What follows belongs to an exercise in optimizing a design on an open flow for small area; a production flow would make more cautious choices.
Function not checked in this run: the RTL went through the layout flow alone.
Power and IR drop assume default switching activity.

`design.v`:
```
package spwm_pkg;
  localparam int ANGLE_W = 8;
  localparam int SPAN_W  = 12;
  localparam int TICK_W  = 16;
  localparam int PPS_W   = 8;
  localparam int PROD_W  = ANGLE_W + SPAN_W;
  localparam int S91_W   = 19;
  localparam int DEFAULT_MAX_ANGLE = 180;
  localparam logic [TICK_W-1:0] PERIOD_RST    = 16'd20000;
  localparam logic [TICK_W-1:0] MIN_PULSE_RST = 16'd500;
  localparam logic [SPAN_W-1:0] SPAN_RST      = 12'd1900;
  localparam logic [PPS_W-1:0]  PPS_RST       = 8'd50;
  localparam logic [S91_W-1:0]  S91_RST       = 19'd172900;   
  typedef enum logic [1:0] {
    CFG_PERIOD    = 2'd0,
    CFG_MIN_PULSE = 2'd1,
    CFG_SPAN      = 2'd2,
    CFG_PPS       = 2'd3
  } cfg_idx_t;
  typedef enum logic {
    FUNC_TICK = 1'b0,
    FUNC_MOVE = 1'b1
  } func_t;
endpackage
import spwm_pkg::*;
module spwm_width (
  input  logic [ANGLE_W-1:0] angle,
  input  logic [18:0]        s91,
  input  logic [TICK_W-1:0]  min_pulse,
  input  logic [TICK_W-1:0]  period,
  output logic [TICK_W-1:0]  high_width
);
  wire pp1, pp2, pp3, pp4, pp5, pp6, pp7, pp8, pp9, pp10, pp11, pp12, pp13, pp14, pp15, pp16, pp17, pp18, pp19, pp20, pp21, pp22, pp23, pp24, pp25, pp26, pp27, pp28, pp29, pp30, pp31, pp32, pp33, pp34, pp35, pp36, pp37, pp38, pp39, pp40, pp41, pp42, pp43, pp44, pp45, pp46, pp47, pp48, pp49, pp50, pp51, pp52, pp53, pp54, pp55, pp56, pp57, pp58, pp59, pp60, pp61, pp62, pp63, pp64, pp65, pp66, pp67, pp68, pp69, pp70, pp71, pp72, pp73, pp74, pp75, pp76, pp77, pp78, pp79, pp80, pp81, pp82, pp83, pp84, pp85, pp86, pp87, pp88, pp89, pp90, pp91, pp92, pp93, pp94, pp95, pp96, pp97, pp98, pp99, pp100, pp101, pp102, pp103, pp104, pp105, pp106, pp107, pp108, pp109, pp110, pp111, pp112, pp113, pp114, pp115, pp116, pp117, pp118, pp119, pp120, pp121, pp122, pp123, pp124, pp125, pp126, pp127, pp128, pp129, pp130, pp131, pp132, pp133, pp134, hs135, hc136, fs137, fc138, fs139, fc140, fs141, fc142, fs143, fc144, fs145, fc146, fs147, fc148, fs149, fc150, fs151, fc152, fs153, fc154, fs155, fc156, fs157, fc158, fs159, fc160, hs161, hc162, hs163, hc164, fs165, fc166, hs167, hc168, fs169, fc170, fs171, fc172, fs173, fc174, fs175, fc176, fs177, fc178, fs179, fc180, fs181, fc182, fs183, fc184, fs185, fc186, fs187, fc188, fs189, fc190, fs191, fc192, fs193, fc194, fs195, fc196, fs197, fc198, fs199, fc200, fs201, fc202, fs203, fc204, fs205, fc206, fs207, fc208, fs209, fc210, fs211, fc212, fs213, fc214, fs215, fc216, fs217, fc218, fs219, fc220, fs221, fc222, fs223, fc224, fs225, fc226, fs227, fc228, fs229, fc230, hs231, hc232, fs233, fc234, fs235, fc236, fs237, fc238, fs239, fc240, fs241, fc242, fs243, fc244, fs245, fc246, fs247, fc248, fs249, fc250, fs251, fc252, fs253, fc254, fs255, fc256, fs257, fc258, fs259, fc260, fs261, fc262, fs263, fc264, fs265, fc266, fs267, fc268, fs269, fc270, hs271, hc272, fs273, fc274, fs275, fc276, fs277, fc278, fs279, fc280, fs281, fc282, fs283, fc284, fs285, fc286, fs287, fc288, fs289, fc290, fs291, fc292, fs293, fc294, fs295, fc296, fs297, fc298, fs299, fc300, fs301, fc302, fs303, fc304, fs305, fc306, fs307, fc308, fs309, fc310, fs311, fc312, fs313, fc314;
  assign pp1 = angle[0] & s91[0];
  assign pp2 = angle[0] & s91[1];
  assign pp3 = angle[0] & s91[2];
  assign pp4 = angle[0] & s91[3];
  assign pp5 = angle[0] & s91[4];
  assign pp6 = angle[0] & s91[5];
  assign pp7 = angle[0] & s91[6];
  assign pp8 = angle[0] & s91[7];
  assign pp9 = angle[0] & s91[8];
  assign pp10 = angle[0] & s91[9];
  assign pp11 = angle[0] & s91[10];
  assign pp12 = angle[0] & s91[11];
  assign pp13 = angle[0] & s91[12];
  assign pp14 = angle[0] & s91[13];
  assign pp15 = angle[0] & s91[14];
  assign pp16 = angle[0] & s91[15];
  assign pp17 = angle[0] & s91[16];
  assign pp18 = angle[0] & s91[17];
  assign pp19 = angle[0] & s91[18];
  assign pp20 = angle[1] & s91[0];
  assign pp21 = angle[1] & s91[1];
  assign pp22 = angle[1] & s91[2];
  assign pp23 = angle[1] & s91[3];
  assign pp24 = angle[1] & s91[4];
  assign pp25 = angle[1] & s91[5];
  assign pp26 = angle[1] & s91[6];
  assign pp27 = angle[1] & s91[7];
  assign pp28 = angle[1] & s91[8];
  assign pp29 = angle[1] & s91[9];
  assign pp30 = angle[1] & s91[10];
  assign pp31 = angle[1] & s91[11];
  assign pp32 = angle[1] & s91[12];
  assign pp33 = angle[1] & s91[13];
  assign pp34 = angle[1] & s91[14];
  assign pp35 = angle[1] & s91[15];
  assign pp36 = angle[1] & s91[16];
  assign pp37 = angle[1] & s91[17];
  assign pp38 = angle[1] & s91[18];
  assign pp39 = angle[2] & s91[0];
  assign pp40 = angle[2] & s91[1];
  assign pp41 = angle[2] & s91[2];
  assign pp42 = angle[2] & s91[3];
  assign pp43 = angle[2] & s91[4];
  assign pp44 = angle[2] & s91[5];
  assign pp45 = angle[2] & s91[6];
  assign pp46 = angle[2] & s91[7];
  assign pp47 = angle[2] & s91[8];
  assign pp48 = angle[2] & s91[9];
  assign pp49 = angle[2] & s91[10];
  assign pp50 = angle[2] & s91[11];
  assign pp51 = angle[2] & s91[12];
  assign pp52 = angle[2] & s91[13];
  assign pp53 = angle[2] & s91[14];
  assign pp54 = angle[2] & s91[15];
  assign pp55 = angle[2] & s91[16];
  assign pp56 = angle[2] & s91[17];
  assign pp57 = angle[2] & s91[18];
  assign pp58 = angle[3] & s91[0];
  assign pp59 = angle[3] & s91[1];
  assign pp60 = angle[3] & s91[2];
  assign pp61 = angle[3] & s91[3];
  assign pp62 = angle[3] & s91[4];
  assign pp63 = angle[3] & s91[5];
  assign pp64 = angle[3] & s91[6];
  assign pp65 = angle[3] & s91[7];
  assign pp66 = angle[3] & s91[8];
  assign pp67 = angle[3] & s91[9];
  assign pp68 = angle[3] & s91[10];
  assign pp69 = angle[3] & s91[11];
  assign pp70 = angle[3] & s91[12];
  assign pp71 = angle[3] & s91[13];
  assign pp72 = angle[3] & s91[14];
  assign pp73 = angle[3] & s91[15];
  assign pp74 = angle[3] & s91[16];
  assign pp75 = angle[3] & s91[17];
  assign pp76 = angle[3] & s91[18];
  assign pp77 = angle[4] & s91[0];
  assign pp78 = angle[4] & s91[1];
  assign pp79 = angle[4] & s91[2];
  assign pp80 = angle[4] & s91[3];
  assign pp81 = angle[4] & s91[4];
  assign pp82 = angle[4] & s91[5];
  assign pp83 = angle[4] & s91[6];
  assign pp84 = angle[4] & s91[7];
  assign pp85 = angle[4] & s91[8];
  assign pp86 = angle[4] & s91[9];
  assign pp87 = angle[4] & s91[10];
  assign pp88 = angle[4] & s91[11];
  assign pp89 = angle[4] & s91[12];
  assign pp90 = angle[4] & s91[13];
  assign pp91 = angle[4] & s91[14];
  assign pp92 = angle[4] & s91[15];
  assign pp93 = angle[4] & s91[16];
  assign pp94 = angle[4] & s91[17];
  assign pp95 = angle[4] & s91[18];
  assign pp96 = angle[5] & s91[0];
  assign pp97 = angle[5] & s91[1];
  assign pp98 = angle[5] & s91[2];
  assign pp99 = angle[5] & s91[3];
  assign pp100 = angle[5] & s91[4];
  assign pp101 = angle[5] & s91[5];
  assign pp102 = angle[5] & s91[6];
  assign pp103 = angle[5] & s91[7];
  assign pp104 = angle[5] & s91[8];
  assign pp105 = angle[5] & s91[9];
  assign pp106 = angle[5] & s91[10];
  assign pp107 = angle[5] & s91[11];
  assign pp108 = angle[5] & s91[12];
  assign pp109 = angle[5] & s91[13];
  assign pp110 = angle[5] & s91[14];
  assign pp111 = angle[5] & s91[15];
  assign pp112 = angle[5] & s91[16];
  assign pp113 = angle[5] & s91[17];
  assign pp114 = angle[5] & s91[18];
  assign pp115 = angle[6] & s91[0];
  assign pp116 = (angle[7] & s91[0]) | (angle[6] & s91[1]);
  assign pp117 = (angle[7] & s91[1]) | (angle[6] & s91[2]);
  assign pp118 = (angle[7] & s91[2]) | (angle[6] & s91[3]);
  assign pp119 = (angle[7] & s91[3]) | (angle[6] & s91[4]);
  assign pp120 = (angle[7] & s91[4]) | (angle[6] & s91[5]);
  assign pp121 = (angle[7] & s91[5]) | (angle[6] & s91[6]);
  assign pp122 = (angle[7] & s91[6]) | (angle[6] & s91[7]);
  assign pp123 = (angle[7] & s91[7]) | (angle[6] & s91[8]);
  assign pp124 = (angle[7] & s91[8]) | (angle[6] & s91[9]);
  assign pp125 = (angle[7] & s91[9]) | (angle[6] & s91[10]);
  assign pp126 = (angle[7] & s91[10]) | (angle[6] & s91[11]);
  assign pp127 = (angle[7] & s91[11]) | (angle[6] & s91[12]);
  assign pp128 = (angle[7] & s91[12]) | (angle[6] & s91[13]);
  assign pp129 = (angle[7] & s91[13]) | (angle[6] & s91[14]);
  assign pp130 = (angle[7] & s91[14]) | (angle[6] & s91[15]);
  assign pp131 = (angle[7] & s91[15]) | (angle[6] & s91[16]);
  assign pp132 = (angle[7] & s91[16]) | (angle[6] & s91[17]);
  assign pp133 = (angle[7] & s91[17]) | (angle[6] & s91[18]);
  assign pp134 = angle[7] & s91[18];
  assign hs135 = pp7 ^ pp25;
  assign hc136 = pp7 & pp25;
  assign fs137 = pp8 ^ pp26 ^ pp44;
  assign fc138 = (pp8 & pp26) | (pp44 & (pp8 ^ pp26));
  assign fs139 = pp9 ^ pp27 ^ pp45;
  assign fc140 = (pp9 & pp27) | (pp45 & (pp9 ^ pp27));
  assign fs141 = pp10 ^ pp28 ^ pp46;
  assign fc142 = (pp10 & pp28) | (pp46 & (pp10 ^ pp28));
  assign fs143 = pp11 ^ pp29 ^ pp47;
  assign fc144 = (pp11 & pp29) | (pp47 & (pp11 ^ pp29));
  assign fs145 = pp12 ^ pp30 ^ pp48;
  assign fc146 = (pp12 & pp30) | (pp48 & (pp12 ^ pp30));
  assign fs147 = pp13 ^ pp31 ^ pp49;
  assign fc148 = (pp13 & pp31) | (pp49 & (pp13 ^ pp31));
  assign fs149 = pp14 ^ pp32 ^ pp50;
  assign fc150 = (pp14 & pp32) | (pp50 & (pp14 ^ pp32));
  assign fs151 = pp15 ^ pp33 ^ pp51;
  assign fc152 = (pp15 & pp33) | (pp51 & (pp15 ^ pp33));
  assign fs153 = pp16 ^ pp34 ^ pp52;
  assign fc154 = (pp16 & pp34) | (pp52 & (pp16 ^ pp34));
  assign fs155 = pp17 ^ pp35 ^ pp53;
  assign fc156 = (pp17 & pp35) | (pp53 & (pp17 ^ pp35));
  assign fs157 = pp18 ^ pp36 ^ pp54;
  assign fc158 = (pp18 & pp36) | (pp54 & (pp18 ^ pp36));
  assign fs159 = pp19 ^ pp37 ^ pp55;
  assign fc160 = (pp19 & pp37) | (pp55 & (pp19 ^ pp37));
  assign hs161 = pp38 ^ pp56;
  assign hc162 = pp38 & pp56;
  assign hs163 = pp5 ^ pp23;
  assign hc164 = pp5 & pp23;
  assign fs165 = pp6 ^ pp24 ^ pp42;
  assign fc166 = (pp6 & pp24) | (pp42 & (pp6 ^ pp24));
  assign hs167 = pp60 ^ pp78;
  assign hc168 = pp60 & pp78;
  assign fs169 = pp43 ^ pp61 ^ pp79;
  assign fc170 = (pp43 & pp61) | (pp79 & (pp43 ^ pp61));
  assign fs171 = pp97 ^ pp115 ^ hs135;
  assign fc172 = (pp97 & pp115) | (hs135 & (pp97 ^ pp115));
  assign fs173 = pp62 ^ pp80 ^ pp98;
  assign fc174 = (pp62 & pp80) | (pp98 & (pp62 ^ pp80));
  assign fs175 = pp116 ^ fs137 ^ hc136;
  assign fc176 = (pp116 & fs137) | (hc136 & (pp116 ^ fs137));
  assign fs177 = pp63 ^ pp81 ^ pp99;
  assign fc178 = (pp63 & pp81) | (pp99 & (pp63 ^ pp81));
  assign fs179 = pp117 ^ fs139 ^ fc138;
  assign fc180 = (pp117 & fs139) | (fc138 & (pp117 ^ fs139));
  assign fs181 = pp64 ^ pp82 ^ pp100;
  assign fc182 = (pp64 & pp82) | (pp100 & (pp64 ^ pp82));
  assign fs183 = pp118 ^ fs141 ^ fc140;
  assign fc184 = (pp118 & fs141) | (fc140 & (pp118 ^ fs141));
  assign fs185 = pp65 ^ pp83 ^ pp101;
  assign fc186 = (pp65 & pp83) | (pp101 & (pp65 ^ pp83));
  assign fs187 = pp119 ^ fs143 ^ fc142;
  assign fc188 = (pp119 & fs143) | (fc142 & (pp119 ^ fs143));
  assign fs189 = pp66 ^ pp84 ^ pp102;
  assign fc190 = (pp66 & pp84) | (pp102 & (pp66 ^ pp84));
  assign fs191 = pp120 ^ fs145 ^ fc144;
  assign fc192 = (pp120 & fs145) | (fc144 & (pp120 ^ fs145));
  assign fs193 = pp67 ^ pp85 ^ pp103;
  assign fc194 = (pp67 & pp85) | (pp103 & (pp67 ^ pp85));
  assign fs195 = pp121 ^ fs147 ^ fc146;
  assign fc196 = (pp121 & fs147) | (fc146 & (pp121 ^ fs147));
  assign fs197 = pp68 ^ pp86 ^ pp104;
  assign fc198 = (pp68 & pp86) | (pp104 & (pp68 ^ pp86));
  assign fs199 = pp122 ^ fs149 ^ fc148;
  assign fc200 = (pp122 & fs149) | (fc148 & (pp122 ^ fs149));
  assign fs201 = pp69 ^ pp87 ^ pp105;
  assign fc202 = (pp69 & pp87) | (pp105 & (pp69 ^ pp87));
  assign fs203 = pp123 ^ fs151 ^ fc150;
  assign fc204 = (pp123 & fs151) | (fc150 & (pp123 ^ fs151));
  assign fs205 = pp70 ^ pp88 ^ pp106;
  assign fc206 = (pp70 & pp88) | (pp106 & (pp70 ^ pp88));
  assign fs207 = pp124 ^ fs153 ^ fc152;
  assign fc208 = (pp124 & fs153) | (fc152 & (pp124 ^ fs153));
  assign fs209 = pp71 ^ pp89 ^ pp107;
  assign fc210 = (pp71 & pp89) | (pp107 & (pp71 ^ pp89));
  assign fs211 = pp125 ^ fs155 ^ fc154;
  assign fc212 = (pp125 & fs155) | (fc154 & (pp125 ^ fs155));
  assign fs213 = pp72 ^ pp90 ^ pp108;
  assign fc214 = (pp72 & pp90) | (pp108 & (pp72 ^ pp90));
  assign fs215 = pp126 ^ fs157 ^ fc156;
  assign fc216 = (pp126 & fs157) | (fc156 & (pp126 ^ fs157));
  assign fs217 = pp73 ^ pp91 ^ pp109;
  assign fc218 = (pp73 & pp91) | (pp109 & (pp73 ^ pp91));
  assign fs219 = pp127 ^ fs159 ^ fc158;
  assign fc220 = (pp127 & fs159) | (fc158 & (pp127 ^ fs159));
  assign fs221 = pp74 ^ pp92 ^ pp110;
  assign fc222 = (pp74 & pp92) | (pp110 & (pp74 ^ pp92));
  assign fs223 = pp128 ^ hs161 ^ fc160;
  assign fc224 = (pp128 & hs161) | (fc160 & (pp128 ^ hs161));
  assign fs225 = pp57 ^ pp75 ^ pp93;
  assign fc226 = (pp57 & pp75) | (pp93 & (pp57 ^ pp75));
  assign fs227 = pp111 ^ pp129 ^ hc162;
  assign fc228 = (pp111 & pp129) | (hc162 & (pp111 ^ pp129));
  assign fs229 = pp76 ^ pp94 ^ pp112;
  assign fc230 = (pp76 & pp94) | (pp112 & (pp76 ^ pp94));
  assign hs231 = pp4 ^ pp22;
  assign hc232 = pp4 & pp22;
  assign fs233 = pp41 ^ pp59 ^ pp77;
  assign fc234 = (pp41 & pp59) | (pp77 & (pp41 ^ pp59));
  assign fs235 = pp96 ^ fs165 ^ hs167;
  assign fc236 = (pp96 & fs165) | (hs167 & (pp96 ^ fs165));
  assign fs237 = fs169 ^ fs171 ^ fc166;
  assign fc238 = (fs169 & fs171) | (fc166 & (fs169 ^ fs171));
  assign fs239 = fs173 ^ fs175 ^ fc170;
  assign fc240 = (fs173 & fs175) | (fc170 & (fs173 ^ fs175));
  assign fs241 = fs177 ^ fs179 ^ fc174;
  assign fc242 = (fs177 & fs179) | (fc174 & (fs177 ^ fs179));
  assign fs243 = fs181 ^ fs183 ^ fc178;
  assign fc244 = (fs181 & fs183) | (fc178 & (fs181 ^ fs183));
  assign fs245 = fs185 ^ fs187 ^ fc182;
  assign fc246 = (fs185 & fs187) | (fc182 & (fs185 ^ fs187));
  assign fs247 = fs189 ^ fs191 ^ fc186;
  assign fc248 = (fs189 & fs191) | (fc186 & (fs189 ^ fs191));
  assign fs249 = fs193 ^ fs195 ^ fc190;
  assign fc250 = (fs193 & fs195) | (fc190 & (fs193 ^ fs195));
  assign fs251 = fs197 ^ fs199 ^ fc194;
  assign fc252 = (fs197 & fs199) | (fc194 & (fs197 ^ fs199));
  assign fs253 = fs201 ^ fs203 ^ fc198;
  assign fc254 = (fs201 & fs203) | (fc198 & (fs201 ^ fs203));
  assign fs255 = fs205 ^ fs207 ^ fc202;
  assign fc256 = (fs205 & fs207) | (fc202 & (fs205 ^ fs207));
  assign fs257 = fs209 ^ fs211 ^ fc206;
  assign fc258 = (fs209 & fs211) | (fc206 & (fs209 ^ fs211));
  assign fs259 = fs213 ^ fs215 ^ fc210;
  assign fc260 = (fs213 & fs215) | (fc210 & (fs213 ^ fs215));
  assign fs261 = fs217 ^ fs219 ^ fc214;
  assign fc262 = (fs217 & fs219) | (fc214 & (fs217 ^ fs219));
  assign fs263 = fs221 ^ fs223 ^ fc218;
  assign fc264 = (fs221 & fs223) | (fc218 & (fs221 ^ fs223));
  assign fs265 = fs225 ^ fs227 ^ fc222;
  assign fc266 = (fs225 & fs227) | (fc222 & (fs225 ^ fs227));
  assign fs267 = pp130 ^ fs229 ^ fc226;
  assign fc268 = (pp130 & fs229) | (fc226 & (pp130 ^ fs229));
  assign fs269 = pp95 ^ pp113 ^ pp131;
  assign fc270 = (pp95 & pp113) | (pp131 & (pp95 ^ pp113));
  assign hs271 = pp3 ^ pp21;
  assign hc272 = pp3 & pp21;
  assign fs273 = pp40 ^ pp58 ^ hs231;
  assign fc274 = (pp40 & pp58) | (hs231 & (pp40 ^ pp58));
  assign fs275 = hs163 ^ fs233 ^ hc232;
  assign fc276 = (hs163 & fs233) | (hc232 & (hs163 ^ fs233));
  assign fs277 = hc164 ^ fs235 ^ fc234;
  assign fc278 = (hc164 & fs235) | (fc234 & (hc164 ^ fs235));
  assign fs279 = hc168 ^ fs237 ^ fc236;
  assign fc280 = (hc168 & fs237) | (fc236 & (hc168 ^ fs237));
  assign fs281 = fc172 ^ fs239 ^ fc238;
  assign fc282 = (fc172 & fs239) | (fc238 & (fc172 ^ fs239));
  assign fs283 = fc176 ^ fs241 ^ fc240;
  assign fc284 = (fc176 & fs241) | (fc240 & (fc176 ^ fs241));
  assign fs285 = fc180 ^ fs243 ^ fc242;
  assign fc286 = (fc180 & fs243) | (fc242 & (fc180 ^ fs243));
  assign fs287 = fc184 ^ fs245 ^ fc244;
  assign fc288 = (fc184 & fs245) | (fc244 & (fc184 ^ fs245));
  assign fs289 = fc188 ^ fs247 ^ fc246;
  assign fc290 = (fc188 & fs247) | (fc246 & (fc188 ^ fs247));
  assign fs291 = fc192 ^ fs249 ^ fc248;
  assign fc292 = (fc192 & fs249) | (fc248 & (fc192 ^ fs249));
  assign fs293 = fc196 ^ fs251 ^ fc250;
  assign fc294 = (fc196 & fs251) | (fc250 & (fc196 ^ fs251));
  assign fs295 = fc200 ^ fs253 ^ fc252;
  assign fc296 = (fc200 & fs253) | (fc252 & (fc200 ^ fs253));
  assign fs297 = fc204 ^ fs255 ^ fc254;
  assign fc298 = (fc204 & fs255) | (fc254 & (fc204 ^ fs255));
  assign fs299 = fc208 ^ fs257 ^ fc256;
  assign fc300 = (fc208 & fs257) | (fc256 & (fc208 ^ fs257));
  assign fs301 = fc212 ^ fs259 ^ fc258;
  assign fc302 = (fc212 & fs259) | (fc258 & (fc212 ^ fs259));
  assign fs303 = fc216 ^ fs261 ^ fc260;
  assign fc304 = (fc216 & fs261) | (fc260 & (fc216 ^ fs261));
  assign fs305 = fc220 ^ fs263 ^ fc262;
  assign fc306 = (fc220 & fs263) | (fc262 & (fc220 ^ fs263));
  assign fs307 = fc224 ^ fs265 ^ fc264;
  assign fc308 = (fc224 & fs265) | (fc264 & (fc224 ^ fs265));
  assign fs309 = fc228 ^ fs267 ^ fc266;
  assign fc310 = (fc228 & fs267) | (fc266 & (fc228 ^ fs267));
  assign fs311 = fc230 ^ fs269 ^ fc268;
  assign fc312 = (fc230 & fs269) | (fc268 & (fc230 ^ fs269));
  assign fs313 = pp114 ^ pp132 ^ fc270;
  assign fc314 = (pp114 & pp132) | (fc270 & (pp114 ^ pp132));
  wire [25:0] ra = {pp134, pp133, fs313, fs311, fs309, fs307, fs305, fs303, fs301, fs299, fs297, fs295, fs293, fs291, fs289, fs287, fs285, fs283, fs281, fs279, fs277, fs275, fs273, pp39, pp2, pp1};
  wire [25:0] rb = {1'b0, fc314, fc312, fc310, fc308, fc306, fc304, fc302, fc300, fc298, fc296, fc294, fc292, fc290, fc288, fc286, fc284, fc282, fc280, fc278, fc276, fc274, hc272, hs271, pp20, 1'b0};
  wire [26:0] v;
  assign v = 27'(ra) + 27'(rb);
  wire [11:0] h = v[25:14];
  wire [11:0] l = v[13:2];
  wire [11:0] g1 = h & l;
  wire [11:0] p1 = h | l;
  wire [5:0]  g2, p2;
  wire [2:0]  g3, p3;
  for (genvar k = 0; k < 6; k++) begin : g_t2
    assign g2[k] = g1[2*k+1] | (p1[2*k+1] & g1[2*k]);
    assign p2[k] = p1[2*k+1] & p1[2*k];
  end
  for (genvar k = 0; k < 3; k++) begin : g_t3
    assign g3[k] = g2[2*k+1] | (p2[2*k+1] & g2[2*k]);
    assign p3[k] = p2[2*k+1] & p2[2*k];
  end
  wire c = g3[2] | (p3[2] & (g3[1] | (p3[1] & (g3[0] | p3[0]))));
  wire [16:0] s0 = 17'(min_pulse) + 17'(h);
  wire [16:0] ones;
  for (genvar k = 0; k < 17; k++) begin : g_inc
    if (k == 0) begin : g_0
      assign ones[k] = c;
    end else begin : g_k
      assign ones[k] = c & (&s0[k-1:0]);
    end
  end
  wire [16:0] sum = s0 ^ ones;
  wire [16:0] room;
  wire [16:0] bw;
  assign bw[0] = 1'b0;
  for (genvar k = 0; k < 16; k++) begin : g_room
    assign room[k] = period[k] ^ min_pulse[k] ^ bw[k];
    assign bw[k+1] = (~period[k] & min_pulse[k]) | (~(period[k] ^ min_pulse[k]) & bw[k]);
  end
  assign room[16] = bw[16];
  wire        room_neg = room[16];
  wire        room_big = |room[15:12];
  wire [12:0] gt;
  assign gt[0] = 1'b0;
  for (genvar k = 0; k < 12; k++) begin : g_gt
    assign gt[k+1] = (h[k] & ~room[k]) | (~(h[k] ^ room[k]) & gt[k]);
  end
  wire        h_gt = gt[12];
  wire        h_eq = h == room[11:0];
  wire        over = room_neg | (!room_big & (h_gt | (c & h_eq)));
  assign high_width = over ? period : sum[15:0];
endmodule
import spwm_pkg::*;
module servo_pwm_sweep_generator (
  input  logic        clk,
  input  logic        rst_n,
  input  logic        in_tvalid,
  output logic        in_tready,
  input  logic [15:0] in_tdata,
  input  logic        in_tuser,
  output logic        out_tvalid,
  input  logic        out_tready,
  output logic [15:0] out_tdata,
  input  logic        cfg_valid,
  output logic        cfg_ready,
  input  logic [1:0]  cfg_index,
  input  logic [15:0] cfg_data
);
  function automatic logic lt17(input logic [16:0] a, input logic [16:0] b);
    logic r;
    integer i;
    begin
      r = 1'b0;
      for (i = 0; i < 17; i = i + 1)
        r = (~a[i] & b[i]) | (~(a[i] ^ b[i]) & r);
      lt17 = r;
    end
  endfunction
  function automatic logic lt8(input logic [7:0] a, input logic [7:0] b);
    logic r;
    integer i;
    begin
      r = 1'b0;
      for (i = 0; i < 8; i = i + 1)
        r = (~a[i] & b[i]) | (~(a[i] ^ b[i]) & r);
      lt8 = r;
    end
  endfunction
  function automatic logic [7:0] step8(input logic [7:0] a, input logic up,
                                       input logic en);
    logic [7:0] r;
    logic       c;
    integer     i;
    begin
      c = en;
      for (i = 0; i < 8; i = i + 1) begin
        r[i] = a[i] ^ c;
        c    = c & ~(a[i] ^ up);
      end
      step8 = r;
    end
  endfunction
  function automatic logic [7:0] clamp180(input logic [7:0] x);
    logic gt;
    begin
      gt = x[7] & (x[6] | (x[5] & x[4] & (x[3] | (x[2] & (x[1] | x[0])))));
      clamp180 = gt ? 8'd180 : x;
    end
  endfunction
  function automatic logic [S91_W-1:0] times91(input logic [SPAN_W-1:0] s);
    logic [S91_W-1:0] r0, r1, r2, r3, r4, a0, b0, a1, b1, a2, b2, sum;
    logic c;
    integer i;
    begin
      r0 = {1'b0, s, 6'b0};
      r1 = {3'b0, s, 4'b0};
      r2 = {4'b0, s, 3'b0};
      r3 = {6'b0, s, 1'b0};
      r4 = {7'b0, s};
      b0[0] = 1'b0;
      b1[0] = 1'b0;
      b2[0] = 1'b0;
      for (i = 0; i < S91_W; i = i + 1)
        a0[i] = r0[i] ^ r1[i] ^ r2[i];
      for (i = 1; i < S91_W; i = i + 1)
        b0[i] = (r0[i-1] & r1[i-1]) | (r2[i-1] & (r0[i-1] ^ r1[i-1]));
      for (i = 0; i < S91_W; i = i + 1)
        a1[i] = a0[i] ^ b0[i] ^ r3[i];
      for (i = 1; i < S91_W; i = i + 1)
        b1[i] = (a0[i-1] & b0[i-1]) | (r3[i-1] & (a0[i-1] ^ b0[i-1]));
      for (i = 0; i < S91_W; i = i + 1)
        a2[i] = a1[i] ^ b1[i] ^ r4[i];
      for (i = 1; i < S91_W; i = i + 1)
        b2[i] = (a1[i-1] & b1[i-1]) | (r4[i-1] & (a1[i-1] ^ b1[i-1]));
      c = 1'b0;
      for (i = 0; i < S91_W; i = i + 1) begin
        sum[i] = a2[i] ^ b2[i] ^ c;
        c      = (a2[i] & b2[i]) | (c & (a2[i] ^ b2[i]));
      end
      times91 = sum;
    end
  endfunction
  logic [TICK_W-1:0]  period_r, min_pulse_r;
  logic [S91_W-1:0]   s91_r;      
  logic [PPS_W-1:0]   pps_r;
  logic [TICK_W-1:0]  tick_r;
  logic [PPS_W-1:0]   pcount_r;
  logic [ANGLE_W-1:0] angle_r, goal_r;
  logic [TICK_W-1:0]  width_r;
  logic               moving_r;
  logic               out_valid_r, pin_r, reject_r, stepped_r, down_r;
  logic               in_acc, is_move, move_ok, tick_mv;
  logic [ANGLE_W-1:0] start_cl, target_cl, a_step, a_load, shown;
  logic [TICK_W:0]    tick_inc;
  logic [PPS_W-1:0]   pcount_inc;
  logic               wrap, pwrap, at_goal, up, step, stop;
  logic [TICK_W-1:0]  new_width;
  assign cfg_ready  = 1'b1;
  assign in_tready  = !out_valid_r || out_tready;
  assign in_acc     = in_tvalid && in_tready;
  assign is_move    = in_tuser;
  assign move_ok    = is_move && !moving_r;
  assign tick_mv    = !is_move && moving_r;
  assign start_cl   = clamp180(in_tdata[7:0]);
  assign target_cl  = clamp180(in_tdata[15:8]);
  logic [TICK_W:0] tick_cy;
  logic [PPS_W:0]  pcount_cy;
  assign tick_cy[0]   = 1'b1;
  assign pcount_cy[0] = 1'b1;
  for (genvar i = 0; i < TICK_W; i++) begin : g_tick_inc
    assign tick_inc[i]  = tick_r[i] ^ tick_cy[i];
    assign tick_cy[i+1] = tick_r[i] & tick_cy[i];
  end
  assign tick_inc[TICK_W] = tick_cy[TICK_W];
  for (genvar i = 0; i < PPS_W; i++) begin : g_pcount_inc
    assign pcount_inc[i]  = pcount_r[i] ^ pcount_cy[i];
    assign pcount_cy[i+1] = pcount_r[i] & pcount_cy[i];
  end
  assign wrap       = !lt17(tick_inc, 17'(period_r));
  assign pwrap      = !lt8(pcount_inc, pps_r);
  assign at_goal    = angle_r == goal_r;
  assign up         = lt8(angle_r, goal_r);
  assign step       = tick_mv && wrap && pwrap && !at_goal;
  assign stop       = tick_mv && wrap && pwrap && at_goal;
  assign a_step     = step8(angle_r, up, 1'b1);
  assign a_load     = is_move ? start_cl : a_step;
  spwm_width u_width (
    .angle      (a_load),
    .s91        (s91_r),
    .min_pulse  (min_pulse_r),
    .period     (period_r),
    .high_width (new_width)
  );
  always_ff @(posedge clk) begin
    if (!rst_n) begin
      period_r    <= PERIOD_RST;
      min_pulse_r <= MIN_PULSE_RST;
      s91_r       <= S91_RST;
      pps_r       <= PPS_RST;
    end else if (cfg_valid) begin
      case (cfg_index)
        CFG_PERIOD:    period_r    <= cfg_data;
        CFG_MIN_PULSE: min_pulse_r <= cfg_data;
        CFG_SPAN:      s91_r       <= times91(cfg_data[SPAN_W-1:0]);
        default:       pps_r       <= cfg_data[PPS_W-1:0];
      endcase
    end
  end
  always_ff @(posedge clk) begin
    if (!rst_n) begin
      moving_r    <= 1'b0;
      angle_r     <= '0;
      out_valid_r <= 1'b0;
    end else begin
      out_valid_r <= in_acc || (out_valid_r && !out_tready);
      if (in_acc) begin
        if (move_ok) begin
          moving_r <= 1'b1;
          angle_r  <= start_cl;
        end else if (stop) begin
          moving_r <= 1'b0;
        end else if (step) begin
          angle_r  <= a_step;
        end
      end
    end
  end
  always_ff @(posedge clk) begin
    if (in_acc) begin
      if (move_ok) begin
        goal_r   <= target_cl;
        tick_r   <= '0;
        pcount_r <= '0;
      end else if (tick_mv) begin
        if (wrap) begin
          tick_r   <= '0;
          pcount_r <= pwrap ? '0 : pcount_inc;
        end else begin
          tick_r   <= tick_inc[TICK_W-1:0];
        end
      end
      if (move_ok || step) width_r <= new_width;
      pin_r     <= tick_mv && lt17(17'(tick_r), 17'(width_r));
      reject_r  <= is_move && moving_r;
      stepped_r <= step;
      down_r    <= !up;
    end
  end
  assign shown = step8(angle_r, down_r, stepped_r);
  assign out_tvalid = out_valid_r;
  assign out_tdata  = {5'b0, reject_r, moving_r, shown, pin_r};
endmodule
```
`run.sh`:
```
#!/bin/bash
# synth_recipe.tcl (not shown) runs the flow's synth.tcl, then flattens the netlist and writes it again
# the make line also repeats each setting of config.mk as NAME=value (left out here)
make -C /OpenROAD-flow-scripts/flow DESIGN_CONFIG=/design/flow/config.mk WORK_HOME=/design/flow/orfs CLKGATE_MAP_FILE= SYNTH_SCRIPT=/design/flow/synth_recipe.tcl finish
```
`config.mk`:
```
export PLATFORM = sky130hd
export DESIGN_NAME = servo_pwm_sweep_generator
export DESIGN_NICKNAME = servo_pwm_sweep_generator
export VERILOG_FILES = /design/flow/design.v
export SDC_FILE = /design/flow/constraint.sdc
export NUM_CORES = 4
export LEC_CHECK = 0
export CAP_MARGIN = 20
export CORE_MARGIN = 2
export CORE_UTILIZATION = 40
export SLEW_MARGIN = 20
```
`constraint.sdc`:
```
create_clock -name core_clock -period 12.0 [get_ports {clk}]
set_input_delay 2.4000 -clock core_clock [delete_from_list [all_inputs] [get_ports {clk}]]
set_output_delay 2.4000 -clock core_clock [all_outputs]
set_load 0.01 [all_outputs]
```
==> metrics.csv <==
stage,metric,value,unit
outcome,status,"complete, no violations",
global_route,grt_usage,0.195,
detailed_routing,vias,10807,
finish,final_area,15500,um^2
floorplanning,fp.coreArea,34500,um^2
cts,clock-sinks,121,
global_route,grt_max_degree,67,
worst_setup_path,cp_max_fo,19,
placed_design,gp_congestion,0.891,
sta,rsz0062_at_grt,false,
cts,clockBufferDepth,2,
detailed_routing,drcViolationCount,0,
placed_design,io_buffers,52,
floorplanning,die_area,36500,um^2
sta,slew_headroom,0.296,
logic_synthesis,async_flop_share,0,
detailed_routing,wl,33800,um
placed_design,dp_hpwl,27000,um
detailed_routing,wl_per_cell,16.2,um
placed_design,place_inst,2053,
pwr,total_power,4.96,mW
sta,post-route-period-util,0.930,
finish,nets,1939,
worst_setup_path,slowest_delay,550,ps
sta,finalHoldViolations,0,
worst_setup_path,critPathLaunchType,input port,
pwr,ir_worst_vdd,0.233,mV
finish,area.growth.synth_to_final,11.1,%
cts,numCtsBuffers,17,
logic_synthesis,syn_area,14000,um^2
finish,ff_latch_area,2940,um^2
logic_synthesis,synth_area_leaders,"fa_1 (20%), ha_1 (13%), edfxtp_1 (11%), dfxtp_1 (9.9%), inv_1 (7.0%)",
sta,finalCriticalPeriod,11150,ps
cts,clk_pin_slew_worst_paths,70,ps
finish,n_antenna_cell,0,
finish,drive_gt1_frac,0.0540,
logic_synthesis,synth_top_area_share,0.202,
worst_setup_path,endpoint_kind,flip-flop,
logic_synthesis,synthCells,1598,
sta,setup_viol,0,
min_path,hold_path.class,reg -> reg,
worst_setup_path,slowest_stage,clkdlybuf4s50_1,
floorplanning,initial_utilization,0.406,
global_route,grt_overflow,0,
detailed_routing,first_pass_iters,5,
worst_setup_path,critPathArrivalTime,11330,ps
logic_synthesis,synthFlopType,dfxtp_1,
floorplanning,die_w,191,um
sta,clock_skew,13.5,ps
pwr,pwr_density_cell,319,nW/um^2
logic_synthesis,ys_seq_area_frac,0.210,
cts,cts_tree,built,
finish,finalNonFillerCells,2085,
pwr,cellLeakagePower,7.23,nW
logic_synthesis,ys_ff_latch,121,
global_route,grt_pass1_vias,11046,
sta,slew_violations,0,
cts,htree_num_levels,4,
detailed_routing,routed_via_density,5.18,
worst_setup_path,crit_top_cell,a21oi_1,
global_route,antenna_found_initial,0,
flow_run,drv_cap,0,
floorplanning,rows,68,
sta,worstMarginPinSlew,1030,ps
finish,multiInputGateArea,9740,um^2
finish,fillers,3373,
global_route,grt_pass1_wl,56200,um
sta,holdWs,476,ps
detailed_routing,dr.first_iter.drc_count,595,
floorplanning,pin_count,59,
cts,cts_root_buffer,clkbuf_16,
logic_synthesis,syn_avg_cell_area,8.75,um^2
logic_synthesis,yosys_warnings,1,
logic_synthesis,synth_top_area_cell,fa_1,
cts,hold_buffers,0,
worst_setup_path,cp.required,12180,ps
sta,max_freq,0.0897,GHz
cts,clkLatencyLatePin,430,ps
logic_synthesis,synth-edff-count,52,
floorplanning,die_h,191,um
logic_synthesis,ys_types,87,
detailed_routing,ant_nets,0,
sta,finalSetupTns,0,ps
placed_design,postPlaceCellArea,14900,um^2
worst_setup_path,criticalPathCategory,in -> reg,
where the power goes:
| part | switching (mW) | internal [mW] |
|---|---|---|
| combinational | 2.18 | 1.66 |
| clock | 0.228 | 0.306 |
| sequential | 0.0375 | 0.548 |
| total | 2.45 | 2.51 |
flip-flops by register name, summed over array words and instances (netlist names):
| name | flops |
|---|---|
| angle_r | 8 |
| down_r | 1 |
| goal_r | 8 |
| min_pulse_r | 16 |
| moving_r | 1 |
| out_valid_r | 1 |
| pcount_r | 8 |
| period_r | 16 |
| pin_r | 1 |
| pps_r | 8 |
| reject_r | 1 |
| s91_r | 19 |
| stepped_r | 1 |
| tick_r | 16 |
| width_r | 16 |
metal layers:
layer	part of all wire	vias to the layer above	global-route usage
met3	0.035	31	0.0240
li1	-	5330	-
met1	0.47	5263	0.256
met4	0.015	0	0.0495
met5	0	-	0
met2	0.48	183	0.340
worst paths after layout:
check / slack [ps] / to / depth (start not counted) / start
worst min-delay path: 480 / pps_r[3] / 2 / pps_r[3]
worst max-delay path: 850 / width_r[14] / 39 / in_tdata[1]
worst max register to register: 1400 / width_r[14] / 44 / angle_r[3]
worst min register to register: 480 / pps_r[3] / 2 / pps_r[3]
cell families after synthesis:
logic type / share of synthesized area
AND/OR/NAND/NOR: 0.160
adder cells (fa/ha/maj): 0.330
multiplexers: 0.00689
AO/OA/AOI/OAI: 0.162
flip-flops: 0.210
other: 0.000537
XOR/XNOR: 0.0344
buffers and inverters: 0.0959
critical path, delay by kind of cell:
| family | cells | cell delay [ps] |
|---|---|---|
| AOI/OAI and AO/OA | 16 | 2800 |
| adders and majority gates | 6 | 2580 |
| and+or+nand+nor | 8 | 1730 |
| buffers and inverters | 5 | 990 |
| xor gates and xnor gates | 2 | 440 |
| muxes | 2 | 410 |
through the flow:
stage          utilization  worst slack, ps
6_report             0.451              846
5_1_grt              0.451              116
4_1_cts              0.450              617
3_5_place_dp         0.433              207
3_3_place_gp         0.433              437
2_1_floorplan            -             1470
cell usage in the layout, fill, tap and decap left out, types with 25 or more instances in the layout:
cell               n
nand3_1           31
and2_1            69
fa_1             141
edfxtp_1          52
buf_4             25
xnor2_1           45
a21boi_0          39
clkdlybuf4s50_1   51
a21oi_1           60
nand2_1          208
ha_1             141
nor2_1            41
a21o_1            43
o21ai_0           37
nor3_1            38
dfxtp_1           69
inv_1            260
synthesized netlist by cell type (all sizes together) (3+ instances only):
| library cell | n |
|---|---|
| clkbuf | 48 |
| and3 | 6 |
| edfxtp | 52 |
| and2 | 69 |
| a31oi | 8 |
| or3 | 4 |
| nand4 | 9 |
| o21a | 9 |
| nor2 | 41 |
| nand3 | 31 |
| a211o | 3 |
| mux2i | 4 |
| buf | 33 |
| a21o | 43 |
| a22oi | 3 |
| nand2b | 21 |
| nor3 | 39 |
| xor2 | 10 |
| o211ai | 20 |
| fa | 141 |
| or2 | 9 |
| ha | 141 |
| a21boi | 40 |
| o211a | 6 |
| inv | 260 |
| nor3b | 8 |
| dfxtp | 69 |
| xnor2 | 45 |
| nor2b | 9 |
| a221o | 9 |
| a21oi | 62 |
| a2111oi | 3 |
| nor4 | 4 |
| a22o | 17 |
| nand2 | 209 |
| mux2 | 5 |
| a211oi | 19 |
| o221ai | 3 |
| o21ai | 49 |
| a311oi | 4 |
cell type report:
cell class	instances	share of cell area
clock buffers	18	0.0290
clock inverters	14	0.00967
inverters	261	0.0631
multi-input cells	1139	0.627
flip-flops and latches	121	0.189
well taps	455	0.0367
repair buffers	77	0.0453
repair_timing:
| action | in CTS | in global routing |
|---|---|---|
| gates resized for setup | 0 | 4 |
| setup buffers | 0 | 0 |
| endpoints found under the setup margin | 0 | 2 |

[port drivers added, routing unchanged]
The results above use ideal ports. As a check the final layout listed here was re-extracted and re-timed, cells and wires unchanged.
Step 1: set_driving_cell puts a clkbuf_16 on clk and a buf_2 on each other input, an assumption about the parent block.
Step 2, shift: input delay + t, output delay - t, t = (earliest + latest rising clock arrival at the registers) / 2. This alone moves slack from input paths to output paths.
a / b / c = ideal ports / drivers / drivers and shift; a / b = the first two.
t (ns): 0.469
setup slack, ns: 0.846 / 0.867 / 0.398
worst slew at a driven data input, ns: 0.05
After both steps this run still meets setup and hold. The setup slack of this run moves by +0.021 ns with the drivers and by -0.448 ns with both steps.
